From an optimization exercise on the open Yosys and OpenROAD flow, aimed at small area, a short achievable clock period and few clock cycles per item; shortcuts taken in it are not production practice.
The RTL was checked by simulation tests, not by an equivalence proof against the original design.
Power is estimated from default activity; no workload was simulated.

Setup of pine:
==> module covariance_accumulator, before the edit <==
module covariance_accumulator
#(
   parameter int DATA_W = 16,
   parameter int LOG2_N = 2
) (
   input  logic              clk,
   input  logic              rst,
   input  logic              start,
   input  logic              in_valid,
   output logic              in_ready,
   input  logic [DATA_W-1:0] x_in,
   input  logic [DATA_W-1:0] y_in,
   output logic              bram_ena,
   output logic              bram_wea,
   output logic [1:0]        bram_addra,
   output logic [31:0]       bram_dina,
   output logic              busy,
   output logic              done
);
   localparam int ACC_W = pca_pkg::ACC_W;
   localparam int SQ_W  = ACC_W - 1;      
   logic       rdy_q, busy_q, ena_q, done_q;
   logic [1:0] cnt_q;                     
   logic [2:0] ph_q;                      
   logic [1:0] addr_q;
   logic [15:0]     xq, yq;               
   logic [7:0]      one_q, two_q, neg_q;  
   logic            first_q;              
   logic [SQ_W-1:0] xx_s, xx_c, yy_s, yy_c;
   logic [ACC_W-1:0] xy_s, xy_c;
   logic [SQ_W-1:0] xx_s_d, xx_c_d, yy_s_d, yy_c_d;
   logic [ACC_W-1:0] xy_s_d, xy_c_d;
   logic [31:0]     dina_q;
   logic        accept;
   logic [15:0] xg, yg;
   logic [16:0] ye;
   logic [7:0]  one_d, two_d, neg_d;
   assign accept = in_valid & rdy_q;
   assign xg     = x_in & {16{accept}};
   assign yg     = y_in & {16{accept}};
   assign ye     = {yg, 1'b0};
   always_comb begin
      for (int k = 0; k < 8; k++) begin
         one_d[k] = ye[2*k+1] ^ ye[2*k];
         two_d[k] = (ye[2*k+2] & ~ye[2*k+1] & ~ye[2*k]) |
                    (~ye[2*k+2] & ye[2*k+1] & ye[2*k]);
         neg_d[k] = ye[2*k+2];
      end
   end
   always_ff @(posedge clk) begin
      xq      <= xg;
      yq      <= yg;
      one_q   <= one_d;
      two_q   <= two_d;
      neg_q   <= neg_d;
      first_q <= accept & (cnt_q == 2'd0);
   end
   cov_sq_acc u_xx (
      .x     (xq),
      .acc_s (xx_s & {SQ_W{~first_q}}),
      .acc_c (xx_c & {SQ_W{~first_q}}),
      .sum_s (xx_s_d),
      .sum_c (xx_c_d)
   );
   cov_mac u_xy (
      .x     (xq),
      .one   (one_q),
      .two   (two_q),
      .neg   (neg_q),
      .acc_s (xy_s & {ACC_W{~first_q}}),
      .acc_c (xy_c & {ACC_W{~first_q}}),
      .sum_s (xy_s_d),
      .sum_c (xy_c_d)
   );
   cov_sq_acc u_yy (
      .x     (yq),
      .acc_s (yy_s & {SQ_W{~first_q}}),
      .acc_c (yy_c & {SQ_W{~first_q}}),
      .sum_s (yy_s_d),
      .sum_c (yy_c_d)
   );
   logic [ACC_W-1:0] sel_s, sel_c, sel_sum;
   logic             sel_xy;
   always_comb begin
      unique case (ph_q)
         3'd2:    begin sel_s = {1'b0, xx_s}; sel_c = {1'b0, xx_c}; end
         3'd3:    begin sel_s = {1'b0, yy_s}; sel_c = {1'b0, yy_c}; end
         default: begin sel_s = xy_s;         sel_c = xy_c;         end
      endcase
      sel_xy  = (ph_q != 3'd2) && (ph_q != 3'd3);
      sel_sum = sel_s + sel_c;
      sel_sum[ACC_W-1] = sel_sum[ACC_W-1] & sel_xy;
   end
   always_ff @(posedge clk) begin
      xx_s   <= xx_s_d;
      xx_c   <= xx_c_d;
      xy_s   <= xy_s_d;
      xy_c   <= xy_c_d;
      yy_s   <= yy_s_d;
      yy_c   <= yy_c_d;
      dina_q <= sel_sum[ACC_W-1:2];
   end
   always_ff @(posedge clk or posedge rst) begin
      if (rst) begin
         rdy_q  <= 1'b0;
         busy_q <= 1'b0;
         ena_q  <= 1'b0;
         done_q <= 1'b0;
         cnt_q  <= 2'd0;
         ph_q   <= 3'd0;
         addr_q <= 2'd0;
      end else begin
         if (!busy_q && start) begin
            rdy_q  <= 1'b1;
            busy_q <= 1'b1;
         end
         if (accept) begin
            cnt_q <= cnt_q + 2'd1;
            if (cnt_q == 2'd3) begin
               rdy_q <= 1'b0;
               ph_q  <= 3'd1;
            end
         end
         if (ph_q != 3'd0) ph_q <= (ph_q == 3'd6) ? 3'd0 : ph_q + 3'd1;
         done_q <= (ph_q == 3'd5);
         if (ph_q == 3'd5) busy_q <= 1'b0;
         if (ph_q == 3'd2) ena_q <= 1'b1;
         if (ph_q == 3'd6) ena_q <= 1'b0;
         unique case (ph_q)
            3'd2:    addr_q <= 2'd0;
            3'd3:    addr_q <= 2'd3;
            3'd4:    addr_q <= 2'd1;
            3'd5:    addr_q <= 2'd2;
            default: addr_q <= addr_q;
         endcase
      end
   end
   assign in_ready   = rdy_q;
   assign busy       = busy_q;
   assign done       = done_q;
   assign bram_ena   = ena_q;
   assign bram_wea   = ena_q;
   assign bram_addra = addr_q;
   assign bram_dina  = dina_q;
endmodule
Settings: LEC_CHECK=0, CAP_MARGIN=20, CORE_MARGIN=2, CORE_UTILIZATION=40, SLEW_MARGIN=20; clock period 8.5 ns.
run.sh (not shown) runs the stock make flow with config.mk's settings and CLKGATE_MAP_FILE= SYNTH_SCRIPT=/design/flow/synth_recipe.tcl, a recipe that flattens the netlist after the stock synthesis.
Testbench counts of pine, summed over its fixed seeds: cycles 5,128, windows 512.
What maple does differently from pine at the input level:
diff --git a/flow/design.v b/flow/design.v
--- a/flow/design.v
+++ b/flow/design.v
@@ -728,8 +728,9 @@
    logic [ACC_W-1:0] xy_s, xy_c;
    logic [SQ_W-1:0] xx_s_d, xx_c_d, yy_s_d, yy_c_d;
    logic [ACC_W-1:0] xy_s_d, xy_c_d;
    logic [31:0]     dina_q;
+   logic            sxx_q, syy_q;         
    logic        accept;
    logic [15:0] xg, yg;
    logic [16:0] ye;
    logic [7:0]  one_d, two_d, neg_d;
@@ -779,14 +780,13 @@
    );
    logic [ACC_W-1:0] sel_s, sel_c, sel_sum;
    logic             sel_xy;
    always_comb begin
-      unique case (ph_q)
-         3'd2:    begin sel_s = {1'b0, xx_s}; sel_c = {1'b0, xx_c}; end
-         3'd3:    begin sel_s = {1'b0, yy_s}; sel_c = {1'b0, yy_c}; end
-         default: begin sel_s = xy_s;         sel_c = xy_c;         end
-      endcase
-      sel_xy  = (ph_q != 3'd2) && (ph_q != 3'd3);
+      sel_xy  = ~sxx_q & ~syy_q;
+      sel_s   = ({1'b0, xx_s} & {ACC_W{sxx_q}}) | ({1'b0, yy_s} & {ACC_W{syy_q}}) |
+                (xy_s & {ACC_W{sel_xy}});
+      sel_c   = ({1'b0, xx_c} & {ACC_W{sxx_q}}) | ({1'b0, yy_c} & {ACC_W{syy_q}}) |
+                (xy_c & {ACC_W{sel_xy}});
       sel_sum = sel_s + sel_c;
       sel_sum[ACC_W-1] = sel_sum[ACC_W-1] & sel_xy;
    end
    always_ff @(posedge clk) begin
@@ -796,8 +796,10 @@
       xy_c   <= xy_c_d;
       yy_s   <= yy_s_d;
       yy_c   <= yy_c_d;
       dina_q <= sel_sum[ACC_W-1:2];
+      sxx_q  <= (ph_q == 3'd1);
+      syy_q  <= (ph_q == 3'd2);
    end
    always_ff @(posedge clk or posedge rst) begin
       if (rst) begin
          rdy_q  <= 1'b0;
Findings:
- Diff pine -> maple: die outline area saw a decrease; post-detailed-routing wire length saw a decrease.
- Changes observed in maple relative to pine: via count of the first global-routing pass decreased 1.7%; worst-case register-to-register setup slack picked up an extra 0.49 ns; mean post-synth cell area level; global-route usage decreased by 0.38 points relative to the old numbers; minimum clock period after layout -0.49 ns.
- Relative to pine, the worst setup slack before clock tree synthesis of maple is higher by 0.43 ns.
- maple — clock-buffer cell count 8 lower, pine as reference
- Compared with pine, maple shows final area lower by 0.82%.
- Diff pine -> maple | number of distinct library cell variants in the gate-level netlist after synthesis | down by more than 10%
- As of maple, post-layout total power had fallen by a little under 10% compared to pine.
- Summary: first-pass GRT wire length, maple better than pine
- Setup slack, pine and maple: lower on pine
- pine reports its worst setup path startpoint as ph_q[2] while maple reports syy_q.
Testbench counts of maple, summed over its fixed seeds: cycles 5,128, windows 512.

* * *

## lane 1
covariance_accumulator, a different RTL version from the one above (not shown whole).
For scale: ~3300 cells after synthesis.
==> module covariance_accumulator, before the edit <==
module covariance_accumulator
#(
   parameter int DATA_W = 16,
   parameter int LOG2_N = 2
) (
   input  logic              clk,
   input  logic              rst,
   input  logic              start,
   input  logic              in_valid,
   output logic              in_ready,
   input  logic [DATA_W-1:0] x_in,
   input  logic [DATA_W-1:0] y_in,
   output logic              bram_ena,
   output logic              bram_wea,
   output logic [1:0]        bram_addra,
   output logic [31:0]       bram_dina,
   output logic              busy,
   output logic              done
);
   localparam int ACC_W = pca_pkg::ACC_W;
   localparam int SQ_W  = ACC_W - 1;      
   logic       rdy_q, busy_q, ena_q, done_q;
   logic [1:0] cnt_q;                     
   logic [2:0] ph_q;                      
   logic [1:0] addr_q;
   logic [15:0]     xq, yq;               
   logic [7:0]      one_q, two_q, neg_q;  
   logic            first_q;              
   logic [SQ_W-1:0] xx_s, xx_c, yy_s, yy_c;
   logic [ACC_W-1:0] xy_s, xy_c;
   logic [SQ_W-1:0] xx_s_d, xx_c_d, yy_s_d, yy_c_d;
   logic [ACC_W-1:0] xy_s_d, xy_c_d;
   logic [31:0]     dina_q;
   logic            sxx_q, syy_q, sxy_q;  
   logic        accept;
   logic [15:0] xg, yg;
   logic [16:0] ye;
   logic [7:0]  one_d, two_d, neg_d;
   assign accept = in_valid & rdy_q;
   assign xg     = x_in & {16{accept}};
   assign yg     = y_in & {16{accept}};
   assign ye     = {yg, 1'b0};
   always_comb begin
      for (int k = 0; k < 8; k++) begin
         one_d[k] = ye[2*k+1] ^ ye[2*k];
         two_d[k] = (ye[2*k+2] & ~ye[2*k+1] & ~ye[2*k]) |
                    (~ye[2*k+2] & ye[2*k+1] & ye[2*k]);
         neg_d[k] = ye[2*k+2];
      end
   end
   always_ff @(posedge clk) begin
      xq      <= xg;
      yq      <= yg;
      one_q   <= one_d;
      two_q   <= two_d;
      neg_q   <= neg_d;
      first_q <= accept & (cnt_q == 2'd0);
   end
   cov_sq_acc u_xx (
      .x     (xq),
      .acc_s (xx_s & {SQ_W{~first_q}}),
      .acc_c (xx_c & {SQ_W{~first_q}}),
      .sum_s (xx_s_d),
      .sum_c (xx_c_d)
   );
   cov_mac u_xy (
      .x     (xq),
      .one   (one_q),
      .two   (two_q),
      .neg   (neg_q),
      .acc_s (xy_s & {ACC_W{~first_q}}),
      .acc_c (xy_c & {ACC_W{~first_q}}),
      .sum_s (xy_s_d),
      .sum_c (xy_c_d)
   );
   cov_sq_acc u_yy (
      .x     (yq),
      .acc_s (yy_s & {SQ_W{~first_q}}),
      .acc_c (yy_c & {SQ_W{~first_q}}),
      .sum_s (yy_s_d),
      .sum_c (yy_c_d)
   );
   logic [ACC_W-1:0] sel_s, sel_c, sel_sum;
   always_comb begin
      sel_s   = ({1'b0, xx_s} & {ACC_W{sxx_q}}) | ({1'b0, yy_s} & {ACC_W{syy_q}}) |
                (xy_s & {ACC_W{sxy_q}});
      sel_c   = ({1'b0, xx_c} & {ACC_W{sxx_q}}) | ({1'b0, yy_c} & {ACC_W{syy_q}}) |
                (xy_c & {ACC_W{sxy_q}});
      sel_sum = sel_s + sel_c;
      sel_sum[ACC_W-1] = sel_sum[ACC_W-1] & sxy_q;
   end
   always_ff @(posedge clk) begin
      xx_s   <= xx_s_d;
      xx_c   <= xx_c_d;
      xy_s   <= xy_s_d;
      xy_c   <= xy_c_d;
      yy_s   <= yy_s_d;
      yy_c   <= yy_c_d;
      dina_q <= sel_sum[ACC_W-1:2];
      sxx_q  <= (ph_q == 3'd1);
      syy_q  <= (ph_q == 3'd2);
      sxy_q  <= (ph_q == 3'd3) || (ph_q == 3'd4);
   end
   always_ff @(posedge clk or posedge rst) begin
      if (rst) begin
         rdy_q  <= 1'b0;
         busy_q <= 1'b0;
         ena_q  <= 1'b0;
         done_q <= 1'b0;
         cnt_q  <= 2'd0;
         ph_q   <= 3'd0;
         addr_q <= 2'd0;
      end else begin
         if (!busy_q && start) begin
            rdy_q  <= 1'b1;
            busy_q <= 1'b1;
         end
         if (accept) begin
            cnt_q <= cnt_q + 2'd1;
            if (cnt_q == 2'd3) begin
               rdy_q <= 1'b0;
               ph_q  <= 3'd1;
            end
         end
         if (ph_q != 3'd0) ph_q <= (ph_q == 3'd6) ? 3'd0 : ph_q + 3'd1;
         done_q <= (ph_q == 3'd5);
         if (ph_q == 3'd5) busy_q <= 1'b0;
         if (ph_q == 3'd2) ena_q <= 1'b1;
         if (ph_q == 3'd6) ena_q <= 1'b0;
         unique case (ph_q)
            3'd2:    addr_q <= 2'd0;
            3'd3:    addr_q <= 2'd3;
            3'd4:    addr_q <= 2'd1;
            3'd5:    addr_q <= 2'd2;
            default: addr_q <= addr_q;
         endcase
      end
   end
   assign in_ready   = rdy_q;
   assign busy       = busy_q;
   assign done       = done_q;
   assign bram_ena   = ena_q;
   assign bram_wea   = ena_q;
   assign bram_addra = addr_q;
   assign bram_dina  = dina_q;
endmodule
Settings: LEC_CHECK=0, CAP_MARGIN=20, CORE_MARGIN=2, CORE_UTILIZATION=40, SETUP_SLACK_MARGIN=5, SLEW_MARGIN=20; clock period 8.5 ns.
standard.sh (not shown) runs the stock make flow with config.mk's settings and CLKGATE_MAP_FILE= SYNTH_SCRIPT=/design/flow/synth_recipe.tcl, a recipe that flattens the netlist after the stock synthesis.
==> flow/flow/run.sh <==
#!/bin/bash
# The standard layout, except that synthesis leaves the adder trees to ABC
# instead of mapping them onto full-adder cells (ADDER_MAP_FILE empty), and
# timing repair aims at a tighter period than the design's clock. The clock,
# constraints, registers and the rest of the flow are the standard ones.
set -euo pipefail
bash standard.sh ADDER_MAP_FILE= SETUP_SLACK_MARGIN=5.5 finish > flow_make.log 2>&1
Testbench counts of lane 1, summed over its fixed seeds: cycles 5,128, windows 512.
What lane 2 does differently from lane 1 at the input level:
--- a/flow/design.v
+++ b/flow/design.v
@@ -730,5 +730,5 @@
    logic [ACC_W-1:0] xy_s_d, xy_c_d;
    logic [31:0]     dina_q;
-   logic            sxx_q, syy_q, sxy_q;  
+   logic            sxx_q, syy_q;         
    logic        accept;
    logic [15:0] xg, yg;
@@ -780,11 +780,13 @@
    );
    logic [ACC_W-1:0] sel_s, sel_c, sel_sum;
+   logic             sel_xy;
    always_comb begin
+      sel_xy  = ~sxx_q & ~syy_q;
       sel_s   = ({1'b0, xx_s} & {ACC_W{sxx_q}}) | ({1'b0, yy_s} & {ACC_W{syy_q}}) |
-                (xy_s & {ACC_W{sxy_q}});
+                (xy_s & {ACC_W{sel_xy}});
       sel_c   = ({1'b0, xx_c} & {ACC_W{sxx_q}}) | ({1'b0, yy_c} & {ACC_W{syy_q}}) |
-                (xy_c & {ACC_W{sxy_q}});
+                (xy_c & {ACC_W{sel_xy}});
       sel_sum = sel_s + sel_c;
-      sel_sum[ACC_W-1] = sel_sum[ACC_W-1] & sxy_q;
+      sel_sum[ACC_W-1] = sel_sum[ACC_W-1] & sel_xy;
    end
    always_ff @(posedge clk) begin
@@ -798,5 +800,4 @@
       sxx_q  <= (ph_q == 3'd1);
       syy_q  <= (ph_q == 3'd2);
-      sxy_q  <= (ph_q == 3'd3) || (ph_q == 3'd4);
    end
    always_ff @(posedge clk or posedge rst) begin
Findings:
Delta (lane 2 minus lane 1): number of buffers created by CTS grew by 4, combinational power went up. Lane 1 → lane 2: sequential cell count now smaller; total non-filler cell area in the finished layout comparable; mean instance size in the synthesized netlist now smaller; worst hold slack now smaller; count of mapped cells out of synthesis now larger. Lane 2 ended with less count of plain and timing-repair buffers than lane 1. Lane 1 -> lane 2: insertion delay of the later-clocked pin in the worst-skew pair flat. On lane 2: met3 track demand over resource in global routing is 0.19 points lower than what lane 1 gave. Ratio of final minimum period to clock period: lane 2 vs lane 1 down 4.4 points.
Testbench counts of lane 2, summed over its fixed seeds: cycles 5,128, windows 512.

static timing again, ports no longer ideal:
The results above use ideal ports. As a check the final layouts listed here were re-extracted and re-timed, cells and wires unchanged. Step 1 assumes that a clkbuf_16 drives the clock port and a buf_2 every other input. Step 2 moves the port delays by t, midway between the first and last clock arrival at a register: inputs arrive t later, outputs are due t later. That takes back most of the time a late clock gives input paths. a / b / c = no drivers / after step 1 / after step 2; a / b = the first two.
| run | shift t [ns] | slack for setup (ns) | worst register clock-pin slew, ns | worst data-port slew with drivers (ns) |
|---|---|---|---|---|
| pine | 0.607 | 4.000 / 4.000 / 4.000 | 0.07 / 0.07 | 0.04 |
| maple | 0.609 | 4.489 / 4.489 / 4.489 | 0.06 / 0.06 | 0.05 |
| lane 1 | 0.622 | 5.077 / 5.077 / 5.077 | 0.07 / 0.07 | 0.03 |
| lane 2 | 0.635 | 5.449 / 5.449 / 5.449 | 0.07 / 0.07 | 0.04 |
After both steps every run listed still meets setup and hold.
